From an optimization exercise on the open Yosys and OpenROAD flow, aimed at small area, a short achievable clock period and few clock cycles per item; shortcuts taken in it are not production practice. At most, simulation tests tie the RTL to the original design; equivalence was not proved. No activity file was given, so power comes from the tool's default toggle rates.

==> wip/raven: inputs <==
==> flow/design.v <==
`timescale 1ns/1ps
`default_nettype none
package systolic_pkg;
	localparam int DATA_W = 8;
	localparam int N_ROWS = 3;
	localparam int N_COLS = 4;
	localparam int N_OBLI = N_ROWS + N_COLS - 1;
endpackage
`default_nettype wire
`timescale 1ns/1ps
`default_nettype none
module booth_cs (
	input wire logic [3:0] one,
	input wire logic [3:0] two,
	input wire logic [3:0] neg,
	input wire logic [7:0] o,
	output logic [7:0] s,
	output logic [7:0] c,
	output logic [1:0] e
);
	wire p0_0, p0_1, p0_2, p0_3, p0_4, p0_5, p0_6, p0_7, p1_0, p1_1, p1_2, p1_3, p1_4, p1_5, p2_0, p2_1, p2_2, p2_3, p3_0, p3_1;
	wire t1, t2, t3, t4, t5, t6, t7, t8, t9, t10, t11, t12, t13, t14, t15, t16, t17, t18, t19, t20, t21;
	assign p0_0 = ((one[0] & o[0]) | 1'b0) ^ neg[0];
	assign p0_1 = ((one[0] & o[1]) | (two[0] & o[0])) ^ neg[0];
	assign p0_2 = ((one[0] & o[2]) | (two[0] & o[1])) ^ neg[0];
	assign p0_3 = ((one[0] & o[3]) | (two[0] & o[2])) ^ neg[0];
	assign p0_4 = ((one[0] & o[4]) | (two[0] & o[3])) ^ neg[0];
	assign p0_5 = ((one[0] & o[5]) | (two[0] & o[4])) ^ neg[0];
	assign p0_6 = ((one[0] & o[6]) | (two[0] & o[5])) ^ neg[0];
	assign p0_7 = ((one[0] & o[7]) | (two[0] & o[6])) ^ neg[0];
	assign p1_0 = ((one[1] & o[0]) | 1'b0) ^ neg[1];
	assign p1_1 = ((one[1] & o[1]) | (two[1] & o[0])) ^ neg[1];
	assign p1_2 = ((one[1] & o[2]) | (two[1] & o[1])) ^ neg[1];
	assign p1_3 = ((one[1] & o[3]) | (two[1] & o[2])) ^ neg[1];
	assign p1_4 = ((one[1] & o[4]) | (two[1] & o[3])) ^ neg[1];
	assign p1_5 = ((one[1] & o[5]) | (two[1] & o[4])) ^ neg[1];
	assign p2_0 = ((one[2] & o[0]) | 1'b0) ^ neg[2];
	assign p2_1 = ((one[2] & o[1]) | (two[2] & o[0])) ^ neg[2];
	assign p2_2 = ((one[2] & o[2]) | (two[2] & o[1])) ^ neg[2];
	assign p2_3 = ((one[2] & o[3]) | (two[2] & o[2])) ^ neg[2];
	assign p3_0 = ((one[3] & o[0]) | 1'b0) ^ neg[3];
	assign p3_1 = ((one[3] & o[1]) | (two[3] & o[0])) ^ neg[3];
	assign t1 = neg[1] ^ p0_2;
	assign t2 = neg[1] & p0_2;
	assign t3 = p0_3 ^ p1_1;
	assign t4 = p0_3 & p1_1;
	assign t5 = neg[2] ^ p0_4 ^ p1_2;
	assign t6 = (neg[2] & p0_4) | (neg[2] & p1_2) | (p0_4 & p1_2);
	assign t7 = p2_0 ^ t4;
	assign t8 = p2_0 & t4;
	assign t9 = p0_5 ^ p1_3 ^ p2_1;
	assign t10 = (p0_5 & p1_3) | (p0_5 & p2_1) | (p1_3 & p2_1);
	assign t11 = t8 ^ t6;
	assign t12 = t8 & t6;
	assign t13 = neg[3] ^ p0_6 ^ p1_4;
	assign t14 = (neg[3] & p0_6) | (neg[3] & p1_4) | (p0_6 & p1_4);
	assign t15 = p2_2 ^ p3_0 ^ t10;
	assign t16 = (p2_2 & p3_0) | (p2_2 & t10) | (p3_0 & t10);
	assign t17 = t13 ^ t12;
	assign t18 = t13 & t12;
	assign t19 = p0_7 ^ p1_5;
	assign t20 = p2_3 ^ p3_1;
	assign t21 = t19 ^ t20;
	assign s[0] = p0_0;
	assign c[0] = neg[0];
	assign s[1] = p0_1;
	assign c[1] = 1'b0;
	assign s[2] = p1_0;
	assign c[2] = t1;
	assign s[3] = t2;
	assign c[3] = t3;
	assign s[4] = t5;
	assign c[4] = t7;
	assign s[5] = t9;
	assign c[5] = t11;
	assign s[6] = t15;
	assign c[6] = t17;
	assign s[7] = t21;
	assign c[7] = t14;
	assign e[0] = t16;
	assign e[1] = t18;
endmodule
module add4_cs (
	input wire logic [7:0] a_s,
	input wire logic [7:0] a_c,
	input wire logic [7:0] b_s,
	input wire logic [7:0] b_c,
	output logic [7:0] s,
	output logic [7:0] c
);
	wire t1, t2, t3, t4, t5, t6, t7, t8, t9, t10, t11, t12, t13, t14, t15, t16, t17, t18, t19, t20, t21, t22, t23, t24, t25, t26, t27, t28, t29, t30;
	assign t1 = a_s[0] ^ a_c[0] ^ b_s[0];
	assign t2 = (a_s[0] & a_c[0]) | (a_s[0] & b_s[0]) | (a_c[0] & b_s[0]);
	assign t3 = a_s[1] ^ a_c[1] ^ b_s[1];
	assign t4 = (a_s[1] & a_c[1]) | (a_s[1] & b_s[1]) | (a_c[1] & b_s[1]);
	assign t5 = b_c[1] ^ t2;
	assign t6 = b_c[1] & t2;
	assign t7 = a_s[2] ^ a_c[2] ^ b_s[2];
	assign t8 = (a_s[2] & a_c[2]) | (a_s[2] & b_s[2]) | (a_c[2] & b_s[2]);
	assign t9 = b_c[2] ^ t4 ^ t7;
	assign t10 = (b_c[2] & t4) | (b_c[2] & t7) | (t4 & t7);
	assign t11 = a_s[3] ^ a_c[3] ^ b_s[3];
	assign t12 = (a_s[3] & a_c[3]) | (a_s[3] & b_s[3]) | (a_c[3] & b_s[3]);
	assign t13 = b_c[3] ^ t8 ^ t11;
	assign t14 = (b_c[3] & t8) | (b_c[3] & t11) | (t8 & t11);
	assign t15 = a_s[4] ^ a_c[4] ^ b_s[4];
	assign t16 = (a_s[4] & a_c[4]) | (a_s[4] & b_s[4]) | (a_c[4] & b_s[4]);
	assign t17 = b_c[4] ^ t12 ^ t15;
	assign t18 = (b_c[4] & t12) | (b_c[4] & t15) | (t12 & t15);
	assign t19 = a_s[5] ^ a_c[5] ^ b_s[5];
	assign t20 = (a_s[5] & a_c[5]) | (a_s[5] & b_s[5]) | (a_c[5] & b_s[5]);
	assign t21 = b_c[5] ^ t16 ^ t19;
	assign t22 = (b_c[5] & t16) | (b_c[5] & t19) | (t16 & t19);
	assign t23 = a_s[6] ^ a_c[6] ^ b_s[6];
	assign t24 = (a_s[6] & a_c[6]) | (a_s[6] & b_s[6]) | (a_c[6] & b_s[6]);
	assign t25 = b_c[6] ^ t20 ^ t23;
	assign t26 = (b_c[6] & t20) | (b_c[6] & t23) | (t20 & t23);
	assign t27 = a_s[7] ^ a_c[7] ^ b_s[7];
	assign t28 = (a_s[7] & a_c[7]) | (a_s[7] & b_s[7]) | (a_c[7] & b_s[7]);
	assign t29 = b_c[7] ^ t24 ^ t27;
	assign t30 = (b_c[7] & t24) | (b_c[7] & t27) | (t24 & t27);
	assign s[0] = b_c[0];
	assign c[0] = t1;
	assign s[1] = t3;
	assign c[1] = t5;
	assign s[2] = t6;
	assign c[2] = t9;
	assign s[3] = t10;
	assign c[3] = t13;
	assign s[4] = t14;
	assign c[4] = t17;
	assign s[5] = t18;
	assign c[5] = t21;
	assign s[6] = t22;
	assign c[6] = t25;
	assign s[7] = t26;
	assign c[7] = t29;
endmodule
`default_nettype wire
`timescale 1ns/1ps
`default_nettype none
module systolic_top (
	input wire logic clk,
	input wire logic rst,
	input wire logic [23:0] horz_data,
	input wire logic [2:0] horz_we,
	output logic [2:0] horz_wrdy,
	input wire logic [47:0] obli_data,
	input wire logic [5:0] obli_we,
	output logic [5:0] obli_wrdy,
	output logic [7:0] dout,
	output logic dout_en
);
	logic [7:0] hl [3];
	logic [2:0] hl_e;
	logic [7:0] ol [6];
	logic [5:0] ol_e;
	logic [7:0] hw [3];
	logic [2:0] hw_v;
	logic [3:0] c0;
	logic s0_v, s1_v;
	logic [3:0] s0_c, s1_c;
	logic [7:0] p_s [3];
	logic [7:0] p_c [3];
	logic [1:0] p_e [3];
	logic a_d, v2_d;
	logic [7:0] q0, q1;
	logic [7:0] o_op [3];
	logic [7:0] m_s [3];
	logic [7:0] m_c [3];
	logic [1:0] m_e [3];
	logic [7:0] t_q0, t_q1, t_y;
	logic av0, av1, av2;
	logic adv, go0;
	logic [2:0] fin, hw_ld;
	logic [5:0] o_use;
	logic [3:0] enc_one [3];
	logic [3:0] enc_two [3];
	logic [3:0] enc_neg [3];
	assign s0_c = {c0[0], c0[3:1]};
	always_comb begin
		for (int r = 0; r < 3; r++) begin
			o_op[r] = '0;
		end
		av0 = 1'b0;
		av1 = 1'b0;
		av2 = 1'b0;
		for (int c = 0; c < 4; c++) begin
			o_op[0] = o_op[0] | ({8{c0[c]}} & ol[c]);
			o_op[1] = o_op[1] | ({8{s0_c[c]}} & ol[c + 1]);
			o_op[2] = o_op[2] | ({8{s1_c[c]}} & ol[c + 2]);
			av0 = av0 | (c0[c] & ~ol_e[c]);
			av1 = av1 | (s0_c[c] & ~ol_e[c + 1]);
			av2 = av2 | (s1_c[c] & ~ol_e[c + 2]);
		end
		av0 = av0 & hw_v[0];
		av1 = av1 & hw_v[1];
		av2 = av2 & hw_v[2];
		adv = ~(~c0[0] & ~av0) & ~(s0_v & ~av1) & ~(s1_v & ~av2);
		go0 = adv & av0;
		o_use = '0;
		for (int c = 0; c < 4; c++) begin
			o_use[c] = o_use[c] | (go0 & c0[c]);
			o_use[c + 1] = o_use[c + 1] | (adv & s0_v & s0_c[c]);
			o_use[c + 2] = o_use[c + 2] | (adv & s1_v & s1_c[c]);
		end
		fin[0] = go0 & c0[3];
		fin[1] = adv & s0_v & s0_c[3];
		fin[2] = adv & s1_v & s1_c[3];
		for (int r = 0; r < 3; r++) begin
			hw_ld[r] = ~hl_e[r] & (~hw_v[r] | fin[r]);
		end
	end
	assign t_q0 = p_s[0] + p_c[0];
	assign t_q1 = q0 + p_s[1] + p_c[1];
	assign t_y = q1 + p_s[2] + p_c[2];
	always_comb begin
		for (int r = 0; r < 3; r++) begin
			for (int i = 0; i < 4; i++) begin
				logic b2, b1, b0;
				b2 = hw[r][2*i+1];
				b1 = hw[r][2*i];
				b0 = (i == 0) ? 1'b0 : hw[r][2*i-1];
				enc_one[r][i] = b1 ^ b0;
				enc_two[r][i] = (b2 & ~b1 & ~b0) | (~b2 & b1 & b0);
				enc_neg[r][i] = b2 & ~(b1 & b0);
			end
		end
	end
	always_ff @(posedge clk) begin
		if (!rst) begin
			hl_e <= '1;
			ol_e <= '1;
			hw_v <= '0;
			c0 <= 4'b0001;
			s0_v <= 1'b0;
			s1_v <= 1'b0;
			a_d <= 1'b0;
			v2_d <= 1'b0;
			dout_en <= 1'b0;
		end else begin
			hl_e <= (hl_e & ~horz_we) | hw_ld;
			ol_e <= (ol_e & ~obli_we) | o_use;
			hw_v <= hw_ld | (hw_v & ~fin);
			if (go0) c0 <= {c0[2:0], c0[3]};
			if (adv) begin
				s0_v <= go0;
				s1_v <= s0_v;
			end
			a_d <= adv;
			v2_d <= adv & s1_v;
			dout_en <= v2_d;
		end
	end
	always_ff @(posedge clk) begin
		for (int r = 0; r < 3; r++) begin
			if (horz_we[r]) hl[r] <= horz_data[8*r +: 8];
			if (hw_ld[r]) hw[r] <= hl[r];
			p_s[r] <= m_s[r];
			p_c[r] <= m_c[r];
			p_e[r] <= m_e[r];
		end
		for (int k = 0; k < 6; k++) begin
			if (obli_we[k]) ol[k] <= obli_data[8*k +: 8];
		end
		if (adv) begin
			s1_c <= s0_c;
		end
		if (a_d) begin
			q0 <= t_q0 ^ {^p_e[0], 7'd0};
			q1 <= t_q1 ^ {^p_e[1], 7'd0};
		end
		dout <= t_y ^ {^p_e[2], 7'd0};
	end
	for (genvar r = 0; r < 3; r++) begin : g_row
		booth_cs u_mul (
			.one(enc_one[r]),
			.two(enc_two[r]),
			.neg(enc_neg[r]),
			.o(o_op[r]),
			.s(m_s[r]),
			.c(m_c[r]),
			.e(m_e[r])
		);
	end
	assign horz_wrdy = hl_e;
	assign obli_wrdy = ol_e;
endmodule
`default_nettype wire
==> flow/flow/run.sh <==
#!/bin/bash
# Standard layout (the standard.sh: standard synthesis through finish),
# with one change: ports get a small plain buffer (buf_1/buf_2) rather than
# the delay buffer buffer_ports picks by default. Every input and output port
# is still buffered, and the resizer may still upsize these buffers.
set -euo pipefail
export BUFFER_PORTS_ARGS="-buffer_cell sky130_fd_sc_hd__buf_1"
bash standard.sh finish > standard_sh.log 2>&1
==> flow/standard.sh <==
#!/bin/bash
# synth_recipe.tcl (not shown) runs the flow's synth.tcl, then flattens the netlist and writes it again
# the make line also repeats each setting of config.mk as NAME=value (left out here)
make -C /OpenROAD-flow-scripts/flow DESIGN_CONFIG=/design/flow/config.mk WORK_HOME=/design/flow/orfs CLKGATE_MAP_FILE= SYNTH_SCRIPT=/design/flow/synth_recipe.tcl "${@:-finish}"
==> flow/config.mk <==
export PLATFORM = sky130hd
export DESIGN_NAME = systolic_top
export DESIGN_NICKNAME = systolic_top
export VERILOG_FILES = /design/flow/design.v
export SDC_FILE = /design/flow/constraint.sdc
export NUM_CORES = 4
export LEC_CHECK = 0
export ABC_AREA = 1
export CAP_MARGIN = 20
export CORE_MARGIN = 2
export CORE_UTILIZATION = 40
export CTS_BUF_LIST = sky130_fd_sc_hd__clkbuf_8
export CTS_CLUSTER_DIAMETER = 50
export CTS_CLUSTER_SIZE = 20
export SETUP_SLACK_MARGIN = 2.6
export SLEW_MARGIN = 20
==> flow/constraint.sdc <==
create_clock -name core_clock -period 5.0 [get_ports {clk}]
set_input_delay 1.0000 -clock core_clock [delete_from_list [all_inputs] [get_ports {clk}]]
set_output_delay 1.0000 -clock core_clock [all_outputs]
set_load 0.01 [all_outputs]
==> inputs of wip/umber, as changes to wip/raven <==
- ABC_AREA: 1 -> unset
==> inputs of wip/tundra, as changes to wip/raven <==
--- a/flow/design.v
+++ b/flow/design.v
@@ -177,7 +177,6 @@
 	logic [3:0] enc_one [3];
 	logic [3:0] enc_two [3];
 	logic [3:0] enc_neg [3];
-	assign s0_c = {c0[0], c0[3:1]};
 	always_comb begin
 		for (int r = 0; r < 3; r++) begin
 			o_op[r] = '0;
@@ -264,6 +263,7 @@
 			if (obli_we[k]) ol[k] <= obli_data[8*k +: 8];
 		end
 		if (adv) begin
+			s0_c <= c0;
 			s1_c <= s0_c;
 		end
 		if (a_d) begin
- ABC_AREA: 1 -> unset
- CORE_UTILIZATION: 40 -> 60
- CTS_CLUSTER_DIAMETER: 50 -> 100
- CTS_CLUSTER_SIZE: 20 -> 30
==> summary of the runs <==
Final area, highest first: wip/tundra, wip/raven, wip/umber.
Global-route usage, lowest first: wip/umber, wip/raven, wip/tundra.
The highest wire length belongs to wip/raven, the lowest to wip/umber.
Power: wip/raven is smaller than wip/tundra (5.9%).
Fmax: wip/raven > wip/umber > wip/tundra.
==> figures <==
quantity                                                                  wip/umber               wip/tundra                wip/raven
Final #Nets                                                                     996                     1028                     1179
Levels on crit path                                                               8                        7                        9
Total area of multi-input combinational cells                              3910 um2                 4020 um2                 3770 um2
Worst setup path start                                                      s1_c[2]                  s1_c[1]                  s1_c[2]
Xor/xnor share of the synthesized area                                       0.0943                   0.0918                   0.0740
Count of flip-flops with a built-in enable after synthesis                      116                      120                      116
Core occupancy in the finished layout                                         0.481                    0.717                    0.468
Overall Power                                                               4.81 mW                  5.22 mW                  4.92 mW
First-pass DRT Iterations                                                         4                        5                        5
Proportion of power drawn by combinational gates                              0.337                    0.364                    0.339
Outcome                                                     complete, no violations  complete, no violations  complete, no violations
Testbench counts of wip/raven, summed over its fixed seeds: cycles 3,917, sets 960.
Testbench counts of wip/umber, summed over its fixed seeds: cycles 3,917, sets 960.
No functional check of the RTL was part of wip/tundra.

static timing again, ports no longer ideal:
No port has a modelled driver above. Below, the same layouts with a new extraction and two added sets of constraints. Step 1: set_driving_cell puts a clkbuf_16 on clk and a buf_2 on each other input, an assumption about the parent block. Step 2 adds t to the input delays and takes it off the output delays; t is the mean of the earliest and latest rising clock arrival at the registers after step 1. Input paths then give back, and output paths get back, about the clock's delay inside the block. Three values: no drivers, after step 1, after step 2; two values: the first two.
run | t, ns | setup slack, ns | hold WS [ns] | worst slew at a driven data input, ns | pins driven straight from the clock port
wip/raven | 0.497 | 2.664 / 2.664 / 2.664 | 0.424 / 0.424 / 0.424 | 0.05 | 1
wip/umber | 0.506 | 2.630 / 2.630 / 2.630 | 0.417 / 0.417 / 0.417 | 0.06 | 1
wip/tundra | 0.497 | 2.572 / 2.572 / 2.537 | 0.432 / 0.432 / 0.432 | 0.04 | 1
After both steps setup and hold are still met in every run listed. For wip/tundra, which loses most, drivers alone change the setup slack by 0.000 ns; drivers and shift together by -0.035 ns.
